From an optimization exercise on the open Yosys and OpenROAD flow, aimed at small area and few clock cycles per item; shortcuts taken in it are not production practice. Only simulation tests tie the RTL to the original design; equivalence was not proved. Power figures rest on the tool's default switching activity, not on a simulated workload.

==> flow/design.v <==
`default_nettype none
package core_pkg;
    typedef logic [32-1:0] word_t;
    typedef logic [5-1:0] areg_t;
    typedef enum logic [2:0] {
        ALU_ADD  = 3'd0,
        ALU_SUB  = 3'd1,
        ALU_SLT  = 3'd2,
        ALU_SLTU = 3'd3,
        ALU_AND  = 3'd4,
        ALU_OR   = 3'd5,
        ALU_XOR  = 3'd6
    } alu_op_e;
endpackage
`default_nettype wire
`timescale 1ns/100ps
`default_nettype none
module inst_queue (
    input  wire                  clk,
    input  wire                  rst_n_i,
    input  wire                  break_point_i,
    input  wire                  in_valid_i,
    input  wire core_pkg::word_t in_inst_i,
    input  wire core_pkg::word_t in_pc_i,
    output logic                 in_ready_o,
    output logic                 clr_o,        
    output logic                 q_valid_o,
    output logic                 q_wen_o,
    output core_pkg::word_t      q_pc_o,
    output logic                 q_use_imm_o,
    output logic                 q_sub_o,
    output logic                 q_sel_sum_o,
    output logic                 q_sel_and_o,
    output logic                 q_sel_xor_o,
    output logic                 q_sel_slt_o,
    output logic                 q_sel_sltu_o,
    output core_pkg::areg_t      q_rd_o,
    output core_pkg::areg_t      q_rj_o,
    output logic [11:0]          q_imm_o       
);
    logic              use_imm;
    logic              sub;
    logic              sel_sum;
    logic              sel_and;
    logic              sel_xor;
    logic              sel_slt;
    logic              sel_sltu;
    logic              wen;
    logic              push;
    logic              clr_n;
    decode_stage i_decode_stage (
        .inst_i   (in_inst_i),
        .use_imm_o (use_imm),
        .sub_o     (sub),
        .sel_sum_o (sel_sum),
        .sel_and_o (sel_and),
        .sel_xor_o (sel_xor),
        .sel_slt_o (sel_slt),
        .sel_sltu_o(sel_sltu),
        .wen_o     (wen)
    );
    assign in_ready_o = !break_point_i;
    assign push       = in_valid_i && !break_point_i;
    always_ff @(posedge clk or negedge rst_n_i) begin
        if (!rst_n_i) begin
            clr_n        <= 1'b0;
            q_valid_o    <= 1'b0;
            q_wen_o      <= 1'b0;
            q_sel_sum_o  <= 1'b0;
            q_sel_and_o  <= 1'b0;
            q_sel_xor_o  <= 1'b0;
            q_sel_slt_o  <= 1'b0;
            q_sel_sltu_o <= 1'b0;
        end else begin
            clr_n        <= 1'b1;
            q_valid_o    <= push;
            q_wen_o      <= push && wen;
            q_sel_sum_o  <= sel_sum;
            q_sel_and_o  <= sel_and;
            q_sel_xor_o  <= sel_xor;
            q_sel_slt_o  <= sel_slt;
            q_sel_sltu_o <= sel_sltu;
        end
    end
    assign clr_o = !clr_n;
    always_ff @(posedge clk) begin
        q_pc_o      <= in_pc_i;
        q_use_imm_o  <= use_imm;
        q_sub_o      <= sub;
        q_rd_o      <= in_inst_i[4:0];
        q_rj_o      <= in_inst_i[9:5];
        q_imm_o     <= in_inst_i[21:10];
    end
endmodule
`default_nettype wire
`timescale 1ns/100ps
`default_nettype none
module decode_stage (
    input  wire core_pkg::word_t inst_i,
    output logic                 use_imm_o,
    output logic                 sub_o,
    output logic                 sel_sum_o,
    output logic                 sel_and_o,
    output logic                 sel_xor_o,
    output logic                 sel_slt_o,
    output logic                 sel_sltu_o,
    output logic                 wen_o       
);
    localparam logic [16:0] OP_ADD_W = 17'h00020;
    localparam logic [16:0] OP_SUB_W = 17'h00022;
    localparam logic [16:0] OP_SLT   = 17'h00024;
    localparam logic [16:0] OP_SLTU  = 17'h00025;
    localparam logic [16:0] OP_AND   = 17'h00029;
    localparam logic [16:0] OP_OR    = 17'h0002a;
    localparam logic [16:0] OP_XOR   = 17'h0002b;
    localparam logic [9:0]  OP_ADDI_W = 10'h00a;
    core_pkg::alu_op_e op;
    logic              known;
    always_comb begin
        op        = core_pkg::ALU_ADD;
        use_imm_o = 1'b0;
        known     = 1'b1;
        if (inst_i[31:22] == OP_ADDI_W) begin
            use_imm_o = 1'b1;  
        end else begin
            case (inst_i[31:15])
                OP_ADD_W: op = core_pkg::ALU_ADD;
                OP_SUB_W: op = core_pkg::ALU_SUB;
                OP_SLT:   op = core_pkg::ALU_SLT;
                OP_SLTU:  op = core_pkg::ALU_SLTU;
                OP_AND:   op = core_pkg::ALU_AND;
                OP_OR:    op = core_pkg::ALU_OR;
                OP_XOR:   op = core_pkg::ALU_XOR;
                default:  known = 1'b0;
            endcase
        end
    end
    assign sub_o      = (op == core_pkg::ALU_SUB) || (op == core_pkg::ALU_SLT) || (op == core_pkg::ALU_SLTU);
    assign sel_sum_o  = (op == core_pkg::ALU_ADD) || (op == core_pkg::ALU_SUB);
    assign sel_and_o  = (op == core_pkg::ALU_AND) || (op == core_pkg::ALU_OR);
    assign sel_xor_o  = (op == core_pkg::ALU_XOR) || (op == core_pkg::ALU_OR);
    assign sel_slt_o  = (op == core_pkg::ALU_SLT);
    assign sel_sltu_o = (op == core_pkg::ALU_SLTU);
    assign wen_o      = known && (inst_i[4:0] != '0);
endmodule
`default_nettype wire
`timescale 1ns/100ps
`default_nettype none
module execute_stage (
    input  wire                  sub_i,       
    input  wire                  sel_sum_i,   
    input  wire                  sel_and_i,   
    input  wire                  sel_xor_i,   
    input  wire                  sel_slt_i,
    input  wire                  sel_sltu_i,
    input  wire core_pkg::word_t src_a_i,
    input  wire core_pkg::word_t src_b_i,
    output core_pkg::word_t      result_o
);
    localparam int W = 32;
    localparam int L = $clog2(W);
    core_pkg::word_t b_eff;
    core_pkg::word_t p;
    core_pkg::word_t g;
    core_pkg::word_t sum;
    logic [W:0]      carry;
    logic            lt_s;
    logic            lt_u;
    logic [W-1:0] gg [L+1];
    logic [W-1:0] pp [L+1];
    assign b_eff = src_b_i ^ {W{sub_i}};
    assign p     = src_a_i ^ b_eff;
    assign g     = src_a_i & b_eff;
    assign gg[0] = {g[W-1:1], g[0] | (p[0] & sub_i)};
    assign pp[0] = p;
    for (genvar k = 0; k < L; k++) begin : g_lvl
        for (genvar i = 0; i < W; i++) begin : g_bit
            if (((i >> k) & 1) == 1) begin : g_join
                localparam int J = ((i >> k) << k) - 1;
                assign gg[k+1][i] = gg[k][i] | (pp[k][i] & gg[k][J]);
                assign pp[k+1][i] = pp[k][i] & pp[k][J];
            end else begin : g_pass
                assign gg[k+1][i] = gg[k][i];
                assign pp[k+1][i] = pp[k][i];
            end
        end
    end
    assign carry = {gg[L], sub_i};
    assign sum   = p ^ carry[W-1:0];
    assign lt_u = !carry[W];
    assign lt_s = (src_a_i[W-1] != src_b_i[W-1]) ? src_a_i[W-1] : sum[W-1];
    assign result_o = ({W{sel_sum_i}} & sum)
                    | ({W{sel_and_i}} & g)
                    | ({W{sel_xor_i}} & p)
                    | {{(W - 1){1'b0}}, (sel_slt_i & lt_s) | (sel_sltu_i & lt_u)};
endmodule
`default_nettype wire
`timescale 1ns/100ps
`default_nettype none
module commit_stage (
    input  wire                  clk,
    input  wire                  clr_i,
    input  wire                  wen_i,
    input  wire core_pkg::areg_t wnum_i,
    input  wire core_pkg::word_t wdata_i,
    input  wire core_pkg::areg_t rj_i,
    input  wire core_pkg::areg_t rk_i,
    input  wire                  rk_en_i,
    output core_pkg::word_t      rdata_j_o,
    output core_pkg::word_t      rdata_k_o
);
    core_pkg::word_t          rf_n [32];  
    logic [32-1:0]    we;
    logic [32-1:0]    sel_j;
    logic [32-1:0]    sel_k;
    assign we[0]      = 1'b0;
    assign sel_j[0]   = 1'b0;
    assign sel_k[0]   = 1'b0;
    assign rf_n[0]    = '1;
    for (genvar i = 1; i < 32; i++) begin : g_reg
        assign we[i]    = clr_i || (wen_i && (wnum_i == core_pkg::areg_t'(i)));
        assign sel_j[i] = (rj_i == core_pkg::areg_t'(i));
        assign sel_k[i] = rk_en_i && (rk_i == core_pkg::areg_t'(i));
        always_ff @(posedge clk) begin
            if (we[i]) begin
                rf_n[i] <= ~wdata_i;
            end
        end
    end
    core_pkg::word_t rdata_j_n;
    core_pkg::word_t rdata_k_n;
    always_comb begin
        rdata_j_n = '1;
        rdata_k_n = '1;
        for (int i = 1; i < 32; i++) begin
            rdata_j_n = rdata_j_n & ({32{!sel_j[i]}} | rf_n[i]);
            rdata_k_n = rdata_k_n & ({32{!sel_k[i]}} | rf_n[i]);
        end
    end
    assign rdata_j_o = ~rdata_j_n;
    assign rdata_k_o = ~rdata_k_n;
endmodule
`default_nettype wire
`timescale 1ns/100ps
`default_nettype none
module core_top (
    input  wire                  clk,
    input  wire                  rst_n_i,
    input  wire                  break_point_i,
    input  wire                  inst_valid_i,
    input  wire core_pkg::word_t inst_i,
    input  wire core_pkg::word_t pc_i,
    output logic                 inst_ready_o,
    output logic                 ws_valid_o,
    output core_pkg::word_t      debug0_wb_pc_o,
    output logic                 debug0_wb_rf_wen_o,
    output core_pkg::areg_t      debug0_wb_rf_wnum_o,
    output core_pkg::word_t      debug0_wb_rf_wdata_o
);
    logic              clr;
    logic              q_valid;
    logic              q_wen;
    core_pkg::word_t   q_pc;
    logic              q_use_imm;
    logic              q_sub;
    logic              q_sel_sum;
    logic              q_sel_and;
    logic              q_sel_xor;
    logic              q_sel_slt;
    logic              q_sel_sltu;
    core_pkg::areg_t   q_rd;
    core_pkg::areg_t   q_rj;
    logic [11:0]       q_imm;
    core_pkg::word_t   rdata_j;
    core_pkg::word_t   rdata_k;
    core_pkg::word_t   src_b;
    core_pkg::word_t   result;
    inst_queue i_inst_queue (
        .clk          (clk),
        .rst_n_i      (rst_n_i),
        .break_point_i(break_point_i),
        .in_valid_i   (inst_valid_i),
        .in_inst_i    (inst_i),
        .in_pc_i      (pc_i),
        .in_ready_o   (inst_ready_o),
        .clr_o        (clr),
        .q_valid_o    (q_valid),
        .q_wen_o      (q_wen),
        .q_pc_o       (q_pc),
        .q_use_imm_o  (q_use_imm),
        .q_sub_o      (q_sub),
        .q_sel_sum_o  (q_sel_sum),
        .q_sel_and_o  (q_sel_and),
        .q_sel_xor_o  (q_sel_xor),
        .q_sel_slt_o  (q_sel_slt),
        .q_sel_sltu_o (q_sel_sltu),
        .q_rd_o       (q_rd),
        .q_rj_o       (q_rj),
        .q_imm_o      (q_imm)
    );
    commit_stage i_commit_stage (
        .clk      (clk),
        .clr_i    (clr),
        .wen_i    (q_wen),
        .wnum_i   (q_rd),
        .wdata_i  (result),
        .rj_i     (q_rj),
        .rk_i     (q_imm[4:0]),
        .rk_en_i  (!q_use_imm),
        .rdata_j_o(rdata_j),
        .rdata_k_o(rdata_k)
    );
    assign src_b = rdata_k | ({32{q_use_imm}} & {{(32 - 12){q_imm[11]}}, q_imm});
    execute_stage i_execute_stage (
        .sub_i     (q_sub),
        .sel_sum_i (q_sel_sum),
        .sel_and_i (q_sel_and),
        .sel_xor_i (q_sel_xor),
        .sel_slt_i (q_sel_slt),
        .sel_sltu_i(q_sel_sltu),
        .src_a_i   (rdata_j),
        .src_b_i   (src_b),
        .result_o  (result)
    );
    assign ws_valid_o           = q_valid;
    assign debug0_wb_pc_o       = q_pc;
    assign debug0_wb_rf_wen_o   = q_wen;
    assign debug0_wb_rf_wnum_o  = q_rd;
    assign debug0_wb_rf_wdata_o = result;
endmodule
`default_nettype wire
==> flow/run.sh <==
#!/bin/bash
# synth_recipe.tcl (not shown) runs the flow's synth.tcl, then flattens the netlist and writes it again
# the make line also repeats each setting of config.mk as NAME=value (left out here)
make -C /OpenROAD-flow-scripts/flow DESIGN_CONFIG=/design/flow/config.mk WORK_HOME=/design/flow/orfs CLKGATE_MAP_FILE= SYNTH_SCRIPT=/design/flow/synth_recipe.tcl finish
==> flow/config.mk <==
export PLATFORM = sky130hd
export DESIGN_NAME = core_top
export DESIGN_NICKNAME = core_top
export VERILOG_FILES = /design/flow/design.v
export SDC_FILE = /design/flow/constraint.sdc
export NUM_CORES = 4
export LEC_CHECK = 0
export CAP_MARGIN = 10
export CORE_MARGIN = 2
export CORE_UTILIZATION = 45
export CTS_BUF_LIST = sky130_fd_sc_hd__clkbuf_16
export CTS_CLUSTER_DIAMETER = 80
export CTS_CLUSTER_SIZE = 25
export PLACE_DENSITY = 0.6
export SETUP_SLACK_MARGIN = 0.3
export SLEW_MARGIN = 10
==> flow/constraint.sdc <==
create_clock -name core_clock -period 8.0 [get_ports {clk}]
set_input_delay 1.6000 -clock core_clock [delete_from_list [all_inputs] [get_ports {clk}]]
set_output_delay 1.6000 -clock core_clock [all_outputs]
set_load 0.01 [all_outputs]
==> results of run 1 <==
## cell usage after synthesis (4+ instances only)
| library cell | count | area (um2) |
|---|---|---|
| sky130_fd_sc_hd__a211oi_1 | 5 | 37.5 |
| sky130_fd_sc_hd__o21ai_0 | 46 | 230 |
| sky130_fd_sc_hd__clkbuf_1 | 148 | 556 |
| sky130_fd_sc_hd__and2_1 | 6 | 37.5 |
| sky130_fd_sc_hd__a221oi_1 | 5 | 43.8 |
| sky130_fd_sc_hd__nor2_1 | 265 | 995 |
| sky130_fd_sc_hd__nor3_1 | 79 | 395 |
| sky130_fd_sc_hd__nand4_1 | 63 | 394 |
| sky130_fd_sc_hd__mux2i_1 | 5 | 50.1 |
| sky130_fd_sc_hd__nand3_1 | 36 | 180 |
| sky130_fd_sc_hd__o22ai_1 | 814 | 5090 |
| sky130_fd_sc_hd__a22o_1 | 7 | 61.3 |
| sky130_fd_sc_hd__nand2_1 | 89 | 334 |
| sky130_fd_sc_hd__or4_1 | 24 | 180 |
| sky130_fd_sc_hd__a21oi_1 | 25 | 125 |
| sky130_fd_sc_hd__edfxtp_1 | 992 | 29800 |
| sky130_fd_sc_hd__o22a_1 | 62 | 543 |
| sky130_fd_sc_hd__or3_1 | 8 | 50.1 |
| sky130_fd_sc_hd__nor3b_1 | 8 | 60.1 |
| sky130_fd_sc_hd__nand2b_1 | 9 | 56.3 |
| sky130_fd_sc_hd__dfrtp_1 | 8 | 200 |
| sky130_fd_sc_hd__nor2b_1 | 9 | 56.3 |
| sky130_fd_sc_hd__buf_2 | 9 | 45.0 |
| sky130_fd_sc_hd__a222oi_1 | 9 | 90.1 |
| sky130_fd_sc_hd__xor2_1 | 19 | 166 |
| sky130_fd_sc_hd__nor4_1 | 98 | 613 |
| sky130_fd_sc_hd__and3_1 | 4 | 25.0 |
| sky130_fd_sc_hd__ha_1 | 32 | 400 |
| sky130_fd_sc_hd__a31oi_1 | 6 | 37.5 |
| sky130_fd_sc_hd__dfxtp_1 | 56 | 1120 |
| sky130_fd_sc_hd__or2_2 | 11 | 68.8 |
| sky130_fd_sc_hd__a21o_1 | 11 | 82.6 |
| sky130_fd_sc_hd__a221o_1 | 9 | 90.1 |
| sky130_fd_sc_hd__xnor2_1 | 27 | 236 |
| sky130_fd_sc_hd__o21a_1 | 9 | 67.6 |
| sky130_fd_sc_hd__nand3b_1 | 15 | 113 |
| sky130_fd_sc_hd__fa_1 | 5 | 100 |
| sky130_fd_sc_hd__inv_1 | 36 | 135 |
| sky130_fd_sc_hd__buf_1 | 64 | 240 |
| sky130_fd_sc_hd__o221ai_1 | 69 | 604 |
## worst max-delay path: cells and delay by family (launching register included)
family	cells	cell delay [ns]
buf+inv	9	1.85
flops	1	0.41
simple gates	4	0.71
fa+ha+maj	2	0.82
compound gates	8	1.52
xor+xnor	1	0.22
## worst paths after layout
check | from | to | slack, ns
hold / removal | i_inst_queue.q_sel_slt_o | i_commit_stage.rf_n[19][0] | 1.15
setup reg to reg | i_inst_queue.q_use_imm_o | i_commit_stage.rf_n[16][16] | 2.13
setup / recovery | i_inst_queue.q_use_imm_o | debug0_wb_rf_wdata_o[17] | 0.14
max in group asynchronous | rst_n_i | i_inst_queue.q_sel_sum_o | 6.53
hold reg to reg | i_inst_queue.q_sel_slt_o | i_commit_stage.rf_n[19][0] | 1.15
min in group asynchronous | rst_n_i | i_inst_queue.q_wen_o | 1.16
## metal layers
metal	share of wire	wire length, um	up-vias
li1	-	-	14168
met4	0.095	23200	22
met2	0.38	93500	5068
met3	0.20	48000	1588
met1	0.32	78500	19393
met5	0.00098	239	-
## final cells by class
type	instances	area share
flip-flops and latches	1056	0.586
multi-input cells	1953	0.253
repair buffers	477	0.0961
well taps	1287	0.0303
clock buffers	55	0.0259
clock inverters	32	0.00560
inverters	36	0.00254
diodes	15	0.000706
## state kept, by name (all words and copies together) (netlist names)
| signal | count |
|---|---|
| i_inst_queue.q_wen_o | 1 |
| i_inst_queue.q_sel_sltu_o | 1 |
| i_inst_queue.q_use_imm_o | 1 |
| i_inst_queue.q_sel_xor_o | 1 |
| i_inst_queue.q_rj_o | 5 |
| i_inst_queue.q_pc_o | 32 |
| i_commit_stage.rf_n | 992 |
| i_inst_queue.q_sel_sum_o | 1 |
| i_inst_queue.q_sub_o | 1 |
| i_inst_queue.clr_n | 1 |
| i_inst_queue.q_rd_o | 5 |
| i_inst_queue.q_valid_o | 1 |
| i_inst_queue.q_sel_and_o | 1 |
| i_inst_queue.q_sel_slt_o | 1 |
| i_inst_queue.q_imm_o | 12 |
## cell families (layout without fill, tap and decap cells)
| logic type | after synthesis | in the layout | synth area share |
|---|---|---|---|
| compound gates | 1109 | 1109 | 0.167 |
| flops | 1056 | 1056 | 0.701 |
| simple gates | 754 | 755 | 0.0879 |
| buf+inv | 259 | 600 | 0.0223 |
| xor+xnor | 46 | 46 | 0.00908 |
| fa+ha+maj | 37 | 37 | 0.0113 |
| mux | 5 | 5 | 0.00113 |
| other cells | 1 | 16 | 0.0000845 |
## stage by stage
step                total power [mW]  setup TNS [ns]  setup WS (ns)  hold WS [ns]  instance area, um2
floorplan                       15.8               0          0.550         0.954               44400
global placement                19.3               0          0.159          1.09               49500
detailed placement              19.4        -0.00692       -0.00692          1.14               49500
CTS                             22.7               0          0.302          1.15               52400
global route                    24.0               0          0.123          1.18               53200
finish                          23.3               0          0.144          1.15               53200
## what timing repair did
item,CTS,global route
pin swaps,12,19
gates resized for setup,120,76
cloned,10,3
setup endpoints to repair,30,25
buffers inserted,54,30
## report_power, final
part	switching, mW	leakage [nW]	total, mW	internal [mW]
Clock	1.90	0.855	3.28	1.38
Combinational	4.60	7.18	6.75	2.15
Sequential	1.85	10.2	13.3	11.5
==> notes.md, run 1 <==
Core occupancy in the finished layout - 0.542
Cts-stage hold buffer count - 0
Unrepaired setup endpoints after global routing - true
Layout Skew - 0.0309 ns
Top cell by count, worst path - sky130_fd_sc_hd__buf_4
Most utilized layer in the global route result - met2
Maximum clock frequency - 127 MHz
Crit path largest cell delay - 0.48 ns
Maximum buffer depth of the clock tree - 3
Number of storage elements in the synthesis netlist - 1056
Via count of the first global-routing pass - 36.9k
Synth Flop Type - sky130_fd_sc_hd__edfxtp_1
FP Rows - 115
Clock buffers created by TritonCTS - 53
Clock transition at the registers of the reported paths - 0.10 ns
Number of instances in the synthesized netlist - 3267
Reported max-cap violation count - 0
Met1 Resource Use GR - 0.583
Wire length of the first global-routing pass - 318 mm
Initial Util - 0.452
Layout cell share with drive strength beyond 1 - 0.172
Post-route antenna net violation count - 0
Leakage power total - 18.3 nW
Area occupied by multi-input gates - 0.0135 mm2
Post-Synthesis Cell Area - 0.0444 mm2
Die outline area - 0.101 mm2
Kind of path behind the tightest hold check - reg2reg
Largest net degree at the start of global routing - 38
Async set-or-reset flop fraction in the synthesized netlist - 0.00758
Cell count of the worst reg-to-reg path - 22
Latest clock arrival within the worst-skew pair - 0.72 ns
Transition time of the tightest slew-check pin - 1.37 ns
Placeable Area - 0.0981 mm2
Cells after DPL - 4711
Average vias per placed instance - 8.19
CTS tree - built
Headroom to the max-slew limit - 0.0821
Average footprint of a synthesized cell - 13.6 um2
Remaining Overflow, GRT - 0
Status - timing/DRC/antenna clean
Endpoint kind of the worst setup timing path - output pin
Required time worst endpoint - 6.40 ns
CP max stage cell - sky130_fd_sc_hd__fa_1
Startpoint type of the worst setup path - register
Maximum fanout along the worst path - 7
Chip height - 318 um
Final clock period utilization by the worst path - 0.982
H-tree levels - 2
Crit-path cells - buf_6 > nor4b_4 > buf_4 > nand2_8 > buf_16 > buf_4 > buf_4 > o22a_1 > o221ai_1 > nor3_1 > nand4_1 > xor2_1 > ha_1 > o21ai_0 > buf_4 > a21oi_1 > a311oi_2 > o21a_1 > fa_1 > a21o_1 > a221oi_4 > buf_12 > inv_1 > clkdlybuf4s50_1
Synth warnings - 7
DP HPWL - 133 mm
Count of routing violations after the opening detailed-route iteration - 9861
Horizontal extent of the die - 318 um
Setup Crit Path Kind - reg2out
Data arrival, critical path - 6.26 ns
I/O pin total - 140
DRC violations left - 0
Share of the yosys chip area belonging to registers - 0.701
Most frequent cells in the layout - sky130_fd_sc_hd__edfxtp_1 (992), sky130_fd_sc_hd__o22ai_1 (814), sky130_fd_sc_hd__nor2_1 (260)
Clock Sink Count - 1056
Routed wire length per instance - 49.6 um
Number of synthesized flops with an enable pin - 992
Number of antenna violations at the first check in global routing - 14
Instance count along the most critical hold path - 3
Leading cell type in the layout, fill and taps excluded - sky130_fd_sc_hd__edfxtp_1
Routed via count - 40.2k
Routability cong. - 1.06
Number of standard cells in the layout, taps in and fillers out - 4911
Net count of the mapped netlist - 3372
Filler cells - 8031
Largest vdd supply drop - 424 uV
# setup viols final - 0
Global routing met3 resource utilization - 0.229
FF/Latch Area - 0.0312 mm2
Quantity of I/O buffers inserted on ports - 139
Power density of the placed cells - 439 mW/mm2
Global-route usage over all layers - 0.464
Count of final max-slew check failures - 0
Area added between synthesis and finish - 19.8%
Total number of nets in the final design - 3682
Root buffer cell - sky130_fd_sc_hd__clkbuf_16
Hold Fails Final Rpt - 0
Grt met2 use - 0.630
Total wire length after detailed routing - 243 mm
Router iterations before antenna repair - 12
Number of distinct standard cells referenced by the synthesized netlist - 84
Final critical path time including I/O delays and setup - 7.86 ns
Testbench counts, summed over its fixed seeds: cycles 16,008, items 16,000.
==> run 2: changes to the inputs <==
--- a/flow/design.v
+++ b/flow/design.v
@@ -22,72 +22,34 @@
     input  wire                  in_valid_i,
-    input  wire core_pkg::word_t in_inst_i,
+    input  wire                  in_wen_i,      
+    input  wire core_pkg::areg_t in_rd_i,
     input  wire core_pkg::word_t in_pc_i,
+    input  wire core_pkg::word_t in_result_i,
     output logic                 in_ready_o,
-    output logic                 clr_o,        
+    output logic                 push_o,        
+    output logic                 clr_o,         
     output logic                 q_valid_o,
     output logic                 q_wen_o,
-    output core_pkg::word_t      q_pc_o,
-    output logic                 q_use_imm_o,
-    output logic                 q_sub_o,
-    output logic                 q_sel_sum_o,
-    output logic                 q_sel_and_o,
-    output logic                 q_sel_xor_o,
-    output logic                 q_sel_slt_o,
-    output logic                 q_sel_sltu_o,
     output core_pkg::areg_t      q_rd_o,
-    output core_pkg::areg_t      q_rj_o,
-    output logic [11:0]          q_imm_o       
+    output core_pkg::word_t      q_pc_o,
+    output core_pkg::word_t      q_result_o
 );
-    logic              use_imm;
-    logic              sub;
-    logic              sel_sum;
-    logic              sel_and;
-    logic              sel_xor;
-    logic              sel_slt;
-    logic              sel_sltu;
-    logic              wen;
-    logic              push;
-    logic              clr_n;
-    decode_stage i_decode_stage (
-        .inst_i   (in_inst_i),
-        .use_imm_o (use_imm),
-        .sub_o     (sub),
-        .sel_sum_o (sel_sum),
-        .sel_and_o (sel_and),
-        .sel_xor_o (sel_xor),
-        .sel_slt_o (sel_slt),
-        .sel_sltu_o(sel_sltu),
-        .wen_o     (wen)
-    );
-    assign in_ready_o = !break_point_i;
-    assign push       = in_valid_i && !break_point_i;
+    logic clr_n;
+    assign in_ready_o = !break_point_i && clr_n;
+    assign push_o     = in_valid_i && in_ready_o;
+    assign clr_o      = !clr_n;
     always_ff @(posedge clk or negedge rst_n_i) begin
         if (!rst_n_i) begin
-            clr_n        <= 1'b0;
-            q_valid_o    <= 1'b0;
-            q_wen_o      <= 1'b0;
-            q_sel_sum_o  <= 1'b0;
-            q_sel_and_o  <= 1'b0;
-            q_sel_xor_o  <= 1'b0;
-            q_sel_slt_o  <= 1'b0;
-            q_sel_sltu_o <= 1'b0;
+            clr_n     <= 1'b0;
+            q_valid_o <= 1'b0;
+            q_wen_o   <= 1'b0;
         end else begin
-            clr_n        <= 1'b1;
-            q_valid_o    <= push;
-            q_wen_o      <= push && wen;
-            q_sel_sum_o  <= sel_sum;
-            q_sel_and_o  <= sel_and;
-            q_sel_xor_o  <= sel_xor;
-            q_sel_slt_o  <= sel_slt;
-            q_sel_sltu_o <= sel_sltu;
+            clr_n     <= 1'b1;
+            q_valid_o <= push_o;
+            q_wen_o   <= push_o && in_wen_i;
         end
     end
-    assign clr_o = !clr_n;
     always_ff @(posedge clk) begin
-        q_pc_o      <= in_pc_i;
-        q_use_imm_o  <= use_imm;
-        q_sub_o      <= sub;
-        q_rd_o      <= in_inst_i[4:0];
-        q_rj_o      <= in_inst_i[9:5];
-        q_imm_o     <= in_inst_i[21:10];
+        q_rd_o     <= in_rd_i;
+        q_pc_o     <= in_pc_i;
+        q_result_o <= in_result_i;
     end
@@ -259,16 +221,13 @@
 );
+    logic              use_imm;
+    logic              sub;
+    logic              sel_sum;
+    logic              sel_and;
+    logic              sel_xor;
+    logic              sel_slt;
+    logic              sel_sltu;
+    logic              wen;
+    logic              push;
     logic              clr;
-    logic              q_valid;
-    logic              q_wen;
-    core_pkg::word_t   q_pc;
-    logic              q_use_imm;
-    logic              q_sub;
-    logic              q_sel_sum;
-    logic              q_sel_and;
-    logic              q_sel_xor;
-    logic              q_sel_slt;
-    logic              q_sel_sltu;
-    core_pkg::areg_t   q_rd;
-    core_pkg::areg_t   q_rj;
-    logic [11:0]       q_imm;
+    core_pkg::word_t   imm;
     core_pkg::word_t   rdata_j;
@@ -277,24 +236,12 @@
     core_pkg::word_t   result;
-    inst_queue i_inst_queue (
-        .clk          (clk),
-        .rst_n_i      (rst_n_i),
-        .break_point_i(break_point_i),
-        .in_valid_i   (inst_valid_i),
-        .in_inst_i    (inst_i),
-        .in_pc_i      (pc_i),
-        .in_ready_o   (inst_ready_o),
-        .clr_o        (clr),
-        .q_valid_o    (q_valid),
-        .q_wen_o      (q_wen),
-        .q_pc_o       (q_pc),
-        .q_use_imm_o  (q_use_imm),
-        .q_sub_o      (q_sub),
-        .q_sel_sum_o  (q_sel_sum),
-        .q_sel_and_o  (q_sel_and),
-        .q_sel_xor_o  (q_sel_xor),
-        .q_sel_slt_o  (q_sel_slt),
-        .q_sel_sltu_o (q_sel_sltu),
-        .q_rd_o       (q_rd),
-        .q_rj_o       (q_rj),
-        .q_imm_o      (q_imm)
+    decode_stage i_decode_stage (
+        .inst_i    (inst_i),
+        .use_imm_o (use_imm),
+        .sub_o     (sub),
+        .sel_sum_o (sel_sum),
+        .sel_and_o (sel_and),
+        .sel_xor_o (sel_xor),
+        .sel_slt_o (sel_slt),
+        .sel_sltu_o(sel_sltu),
+        .wen_o     (wen)
     );
@@ -303,8 +250,8 @@
         .clr_i    (clr),
-        .wen_i    (q_wen),
-        .wnum_i   (q_rd),
+        .wen_i    (push && wen),
+        .wnum_i   (inst_i[4:0]),
         .wdata_i  (result),
-        .rj_i     (q_rj),
-        .rk_i     (q_imm[4:0]),
-        .rk_en_i  (!q_use_imm),
+        .rj_i     (inst_i[9:5]),
+        .rk_i     (inst_i[14:10]),
+        .rk_en_i  (!use_imm),
         .rdata_j_o(rdata_j),
@@ -312,10 +259,11 @@
     );
-    assign src_b = rdata_k | ({32{q_use_imm}} & {{(32 - 12){q_imm[11]}}, q_imm});
+    assign imm   = {{(32 - 12){inst_i[21]}}, inst_i[21:10]};  
+    assign src_b = rdata_k | ({32{use_imm}} & imm);
     execute_stage i_execute_stage (
-        .sub_i     (q_sub),
-        .sel_sum_i (q_sel_sum),
-        .sel_and_i (q_sel_and),
-        .sel_xor_i (q_sel_xor),
-        .sel_slt_i (q_sel_slt),
-        .sel_sltu_i(q_sel_sltu),
+        .sub_i     (sub),
+        .sel_sum_i (sel_sum && !clr),
+        .sel_and_i (sel_and && !clr),
+        .sel_xor_i (sel_xor && !clr),
+        .sel_slt_i (sel_slt && !clr),
+        .sel_sltu_i(sel_sltu && !clr),
         .src_a_i   (rdata_j),
@@ -324,7 +272,20 @@
     );
-    assign ws_valid_o           = q_valid;
-    assign debug0_wb_pc_o       = q_pc;
-    assign debug0_wb_rf_wen_o   = q_wen;
-    assign debug0_wb_rf_wnum_o  = q_rd;
-    assign debug0_wb_rf_wdata_o = result;
+    inst_queue i_inst_queue (
+        .clk          (clk),
+        .rst_n_i      (rst_n_i),
+        .break_point_i(break_point_i),
+        .in_valid_i   (inst_valid_i),
+        .in_wen_i     (wen),
+        .in_rd_i      (inst_i[4:0]),
+        .in_pc_i      (pc_i),
+        .in_result_i  (result),
+        .in_ready_o   (inst_ready_o),
+        .push_o       (push),
+        .clr_o        (clr),
+        .q_valid_o    (ws_valid_o),
+        .q_wen_o      (debug0_wb_rf_wen_o),
+        .q_rd_o       (debug0_wb_rf_wnum_o),
+        .q_pc_o       (debug0_wb_pc_o),
+        .q_result_o   (debug0_wb_rf_wdata_o)
+    );
 endmodule
==> flow/flow/run.sh (new file) <==
#!/bin/bash
# The standard layout, with the port buffers made of the smallest buffer
# instead of the delay cell buffer_ports picks by default. Every port still
# gets its own buffer.
set -euo pipefail
export BUFFER_PORTS_ARGS="-buffer_cell sky130_fd_sc_hd__buf_1"
bash standard.sh synth > synth.log 2>&1
bash standard.sh finish > layout.log 2>&1
==> flow/standard.sh (new file) <==
#!/bin/bash
# synth_recipe.tcl (not shown) runs the flow's synth.tcl, then flattens the netlist and writes it again
# the make line also repeats each setting of config.mk as NAME=value (left out here)
make -C /OpenROAD-flow-scripts/flow DESIGN_CONFIG=/design/flow/config.mk WORK_HOME=/design/flow/orfs CLKGATE_MAP_FILE= SYNTH_SCRIPT=/design/flow/synth_recipe.tcl "${@:-finish}"
--- a/flow/config.mk
+++ b/flow/config.mk
@@ -9,3 +9,3 @@
 export CORE_MARGIN = 2
-export CORE_UTILIZATION = 45
+export CORE_UTILIZATION = 55
 export CTS_BUF_LIST = sky130_fd_sc_hd__clkbuf_16
@@ -13,3 +13,3 @@
 export CTS_CLUSTER_SIZE = 25
-export PLACE_DENSITY = 0.6
+export PLACE_DENSITY = 0.65
 export SETUP_SLACK_MARGIN = 0.3
removed: flow/run.sh
==> notes.md, run 2 <==
CP max stage cell - sky130_fd_sc_hd__o311ai_0
Routed via count - 40.7k (+1.1%)
Startpoint type of the worst setup path - input pin
Comb pwr share - 0.184 (-0.105)
Final critical path time including I/O delays and setup - 7.68 ns (-0.178 ns)
Largest regs - i_commit_stage.rf_n (992), i_inst_queue.q_pc_o (32), i_inst_queue.q_result_o (32)
DRC violations left - 0 (unchanged)
Layout Skew - 0.0483 ns (+0.0174 ns)
Met2 wire len - 87.4 mm (-6.5%)
Power density of the placed cells - 295 mW/mm2 (-33%)
Quantity of I/O buffers inserted on ports - 139 (unchanged)
Layout cell share with drive strength beyond 1 - 0.115 (-0.0567)
Most frequent cells in the layout - sky130_fd_sc_hd__edfxtp_1 (992), sky130_fd_sc_hd__o22ai_1 (795), sky130_fd_sc_hd__nor2_1 (175)
Worst hold slack after final layout - 0.715 ns (-0.437 ns)
Count of routing violations after the opening detailed-route iteration - 8761 (-11%)
Routability cong. - 1.07 (+0.45%)
Routed wire length per instance - 50.3 um (+1.6%)
Horizontal extent of the die - 289 um (-9.1%)
Unrepaired setup endpoints after global routing - false
Async set-or-reset flop fraction in the synthesized netlist - 0.00282 (-0.00476)
Share of the yosys chip area belonging to registers - 0.698 (-0.00270)
Clock transition at the registers of the reported paths - 0.09 ns (about the same)
Setup Crit Path Kind - in2reg
Remaining Overflow, GRT - 0 (unchanged)
Setup TNS Final - 0 ns (unchanged)
H-tree levels - 2 (unchanged)
Net count of the mapped netlist - 3416 (+1.3%)
Kind of path behind the tightest hold check - in2async
Data arrival, critical path - 8.14 ns (+1.88 ns)
Endpoint kind of the worst setup timing path - register
Highest signal layer in the routed design - met5
Maximum fanout along the worst path - 21 (+14)
Required time worst endpoint - 8.46 ns (+2.06 ns)
FP Rows - 104 (-9.6%)
Post-Synthesis Cell Area - 0.0447 mm2 (+0.82%)
Fraction of synthesized cell area taken by the top area cell type - 0.666 (-0.00548)
Root buffer cell - sky130_fd_sc_hd__clkbuf_16
Max FFs per register - 992 (unchanged)
Clock Sink Count - 1064 (+0.76%)
WL met3 - 48.4 mm (+0.84%)
Clock buffers created by TritonCTS - 51 (-3.8%)
Crit-path cells - buf_1 > nand2b_1 > nor2_1 > nand2_2 > buf_4 > buf_4 > o22a_1 > o221ai_1 > nor3_1 > nand4_1 > xnor2_1 > ha_1 > nand2_1 > o21ai_0 > nand3_1 > a21oi_1 > o21ai_0 > buf_4 > o21a_1 > o311ai_0
Initial Util - 0.556 (+0.103)
Status - timing/DRC/antenna clean
I/O pin total - 140 (unchanged)
Crit path largest cell delay - 1.04 ns (+0.56 ns)
Number of antenna violations at the first check in global routing - 17 (+3)
Final clock period utilization by the worst path - 0.960 (-0.0222)
Leading cell type in the layout, fill and taps excluded - sky130_fd_sc_hd__edfxtp_1
Yosys top cell by area - sky130_fd_sc_hd__edfxtp_1
# setup viols final - 0 (unchanged)
Net Sw Power - 4.68 mW (-44%)
Largest vdd supply drop - 276 uV (-35%)
Fraction of power consumed by sequential logic - 0.606 (+0.036)
CTS tree - built
Count of final max-slew check failures - 0 (unchanged)
Detailed-routing wirelength on met1 - 72.7 mm (-7.4%)
Wire length of the first global-routing pass - 306 mm (-3.7%)
Switching share of power - 0.316 (-0.0416)
Worst Setup SP - inst_i[12]
Largest net degree at the start of global routing - 38 (unchanged)
PostCTS Resize Cnt - 0 (-100%)
Number of distinct standard cells referenced by the synthesized netlist - 74 (-12%)
Global-route usage over all layers - 0.546 (+0.0820)
Total number of nets in the final design - 3598 (-2.3%)
Number of instances in the synthesized netlist - 3311 (+1.3%)
Maximum clock frequency - 130 MHz (+2.3%)
Die outline area - 0.0837 mm2 (-17%)
Reported max-cap violation count - 0 (unchanged)
Leakage power total - 15.3 nW (-16%)
Router iterations before antenna repair - 14 (+2)
Cts-stage hold buffer count - 0 (unchanged)
Synth warnings - 7 (unchanged)
Average vias per placed instance - 8.81 (+7.6%)
Synth Flop Type - sky130_fd_sc_hd__edfxtp_1
Placeable Area - 0.0805 mm2 (-18%)
Transition time of the tightest slew-check pin - 1.39 ns (+0.0185 ns)
Chip height - 289 um (-9.1%)
Most flops, register - i_commit_stage.rf_n
Headroom to the max-slew limit - 0.0697 (-0.0124)
Area added between synthesis and finish - 12.0%
Internal power contribution - 10.1 mW (-33%)
Total wire length after detailed routing - 232 mm (-4.5%)
Clock share of power - 0.210 (+0.069)
DP HPWL - 129 mm (-3.0%)
Maximum buffer depth of the clock tree - 3 (unchanged)
Average footprint of a synthesized cell - 13.5 um2 (-0.52%)
Worst reg2reg startpoint - i_commit_stage.rf_n[3][0]
Leading post-synthesis cells by cell area - sky130_fd_sc_hd__edfxtp_1 (67%), sky130_fd_sc_hd__o22ai_1 (11%), sky130_fd_sc_hd__dfxtp_1 (3.1%)
Top cell by count, worst path - sky130_fd_sc_hd__buf_4
Via count of the first global-routing pass - 36.6k (-0.70%)
Leading post-synthesis cells by instance count - sky130_fd_sc_hd__edfxtp_1 (992), sky130_fd_sc_hd__o22ai_1 (795), sky130_fd_sc_hd__nor2_1 (177)
Number of synthesized flops with an enable pin - 992 (unchanged)
Post-CTS Setup Repair Bufs - 0 (-100%)
Latest clock arrival within the worst-skew pair - 0.71 ns (about the same)
Number of storage elements in the synthesis netlist - 1064 (+0.76%)
Filler cells - 6103 (-24%)
Most used standard cell by instance count after synthesis - sky130_fd_sc_hd__edfxtp_1
Post-route antenna net violation count - 0 (unchanged)
Hold Fails Final Rpt - 0 (unchanged)
[run 2: cell count changes after synthesis, moves of 15 or more]
cell / delta
sky130_fd_sc_hd__buf_1: -18
sky130_fd_sc_hd__nor4_1: +32
sky130_fd_sc_hd__buf_2: +15
sky130_fd_sc_hd__nand4_1: -20
sky130_fd_sc_hd__nor2_1: -88
sky130_fd_sc_hd__o21ai_0: +43
sky130_fd_sc_hd__nand2_1: +43
sky130_fd_sc_hd__o22ai_1: -19
[run 2: stage by stage]
step	power [mW]	setup slack (ns)	instances	instance area (um2)	utilization
5_1_grt	15.1	0.346	4596	50100	0.622
3_5_place_dp	11.5	0.150	4499	48400	0.601
2_1_floorplan	9.97	0.308	3311	44700	-
6_report	14.8	0.322	4617	50100	0.622
4_1_cts	14.5	0.868	4594	50000	0.621
3_3_place_gp	11.5	0.211	4498	48400	0.601
[run 2: path summary, 6_finish.rpt]
kind,to,slack (ns),cells past startpoint
max,i_inst_queue.q_result_o[23],0.32,20
min,i_inst_queue.q_wen_o,0.72,1
max reg2reg,i_inst_queue.q_result_o[23],2.73,14
min reg2reg,i_inst_queue.q_result_o[0],1.10,5
max in group asynchronous,i_inst_queue.clr_n,7.11,1
min in group core_clock,i_inst_queue.q_pc_o[20],0.99,1
[run 2: cell type report]
class	count	area (um2)	area share
Clock buffer	51	1280	0.0255
Clock inverter	44	313	0.00624
Timing Repair Buffer	357	2720	0.0542
Multi-Input combinational cell	1996	13100	0.261
Sequential cell	1064	31200	0.624
Inverter	23	86.3	0.00172
Antenna cell	22	55.1	0.00110
Tap cell	1060	1330	0.0265
[run 2: kinds of logic (layout without fill, tap and decap cells)]
| kind of cell | count (synthesis) | in the layout | share of synthesized area |
|---|---|---|---|
| xor gates and xnor gates | 41 | 41 | 0.00803 |
| DFF | 1064 | 1064 | 0.698 |
| adders and majority gates | 37 | 37 | 0.0112 |
| and+or+nand+nor | 748 | 748 | 0.0869 |
| buffers and inverters | 251 | 475 | 0.0220 |
| other | 1 | 23 | 0.0000838 |
| muxes | 6 | 6 | 0.00140 |
| AOI/OAI and AO/OA | 1163 | 1163 | 0.172 |
[run 2: metal layers]
| metal | track usage | vias up |
|---|---|---|
| li1 | - | 14176 |
| met1 | 0.679 | 19289 |
| met2 | 0.713 | 5399 |
| met3 | 0.315 | 1795 |
| met4 | 0.374 | 30 |
| met5 | 0.00852 | - |
[run 2: worst max-delay path, delay by kind of cell]
family | cells | cell delay (ns)
xor gates and xnor gates | 1 | 0.13
and+or+nand+nor | 7 | 1.88
AOI/OAI and AO/OA | 7 | 2.48
adders and majority gates | 1 | 0.38
buffers and inverters | 4 | 1.61
[run 2: power groups by stage]
| stage | Sequential (mW) | Combinational (mW) | Clock, mW |
|---|---|---|---|
| 4_1_cts | 8.89 | 2.54 | 3.06 |
| 2_1_floorplan | 8.72 | 1.25 | 0 |
| 5_1_grt | 9.04 | 2.77 | 3.25 |
| 6_report | 8.96 | 2.72 | 3.11 |
| 3_5_place_dp | 9.00 | 2.54 | 0 |
| 3_3_place_gp | 8.99 | 2.48 | 0 |
Testbench counts of run 2, summed over its fixed seeds: cycles 16,008, items 16,000.

## port drivers added, routing unchanged
Ports are ideal in the flow. The routed layouts listed here were re-timed in OpenROAD. Step 1 assumes that a clkbuf_16 drives the clock port and a buf_2 every other input. Step 2 moves the port delays by t, midway between the first and last clock arrival at a register: inputs arrive t later, outputs are due t later. That takes back most of the time a late clock gives input paths. a / b / c = ideal ports / drivers / drivers and shift; a / b = the first two.
| run | t (ns) | setup slack, ns | clock arrival spread, ns | worst slew at a driven data input, ns | cell pins on the clock port's net |
|---|---|---|---|---|---|
| run 1 | 0.786 | 0.144 / 0.065 / 0.852 | 0.031 / 0.031 | 0.06 | 1 |
| run 2 | 0.754 | 0.322 / 0.355 / -0.399 | 0.049 / 0.048 | 0.04 | 1 |
With both steps, setup timing fails in run 2, where it was met with ideal ports. For run 2, which loses most, drivers alone change the setup slack by +0.033 ns; drivers and shift together by -0.721 ns.
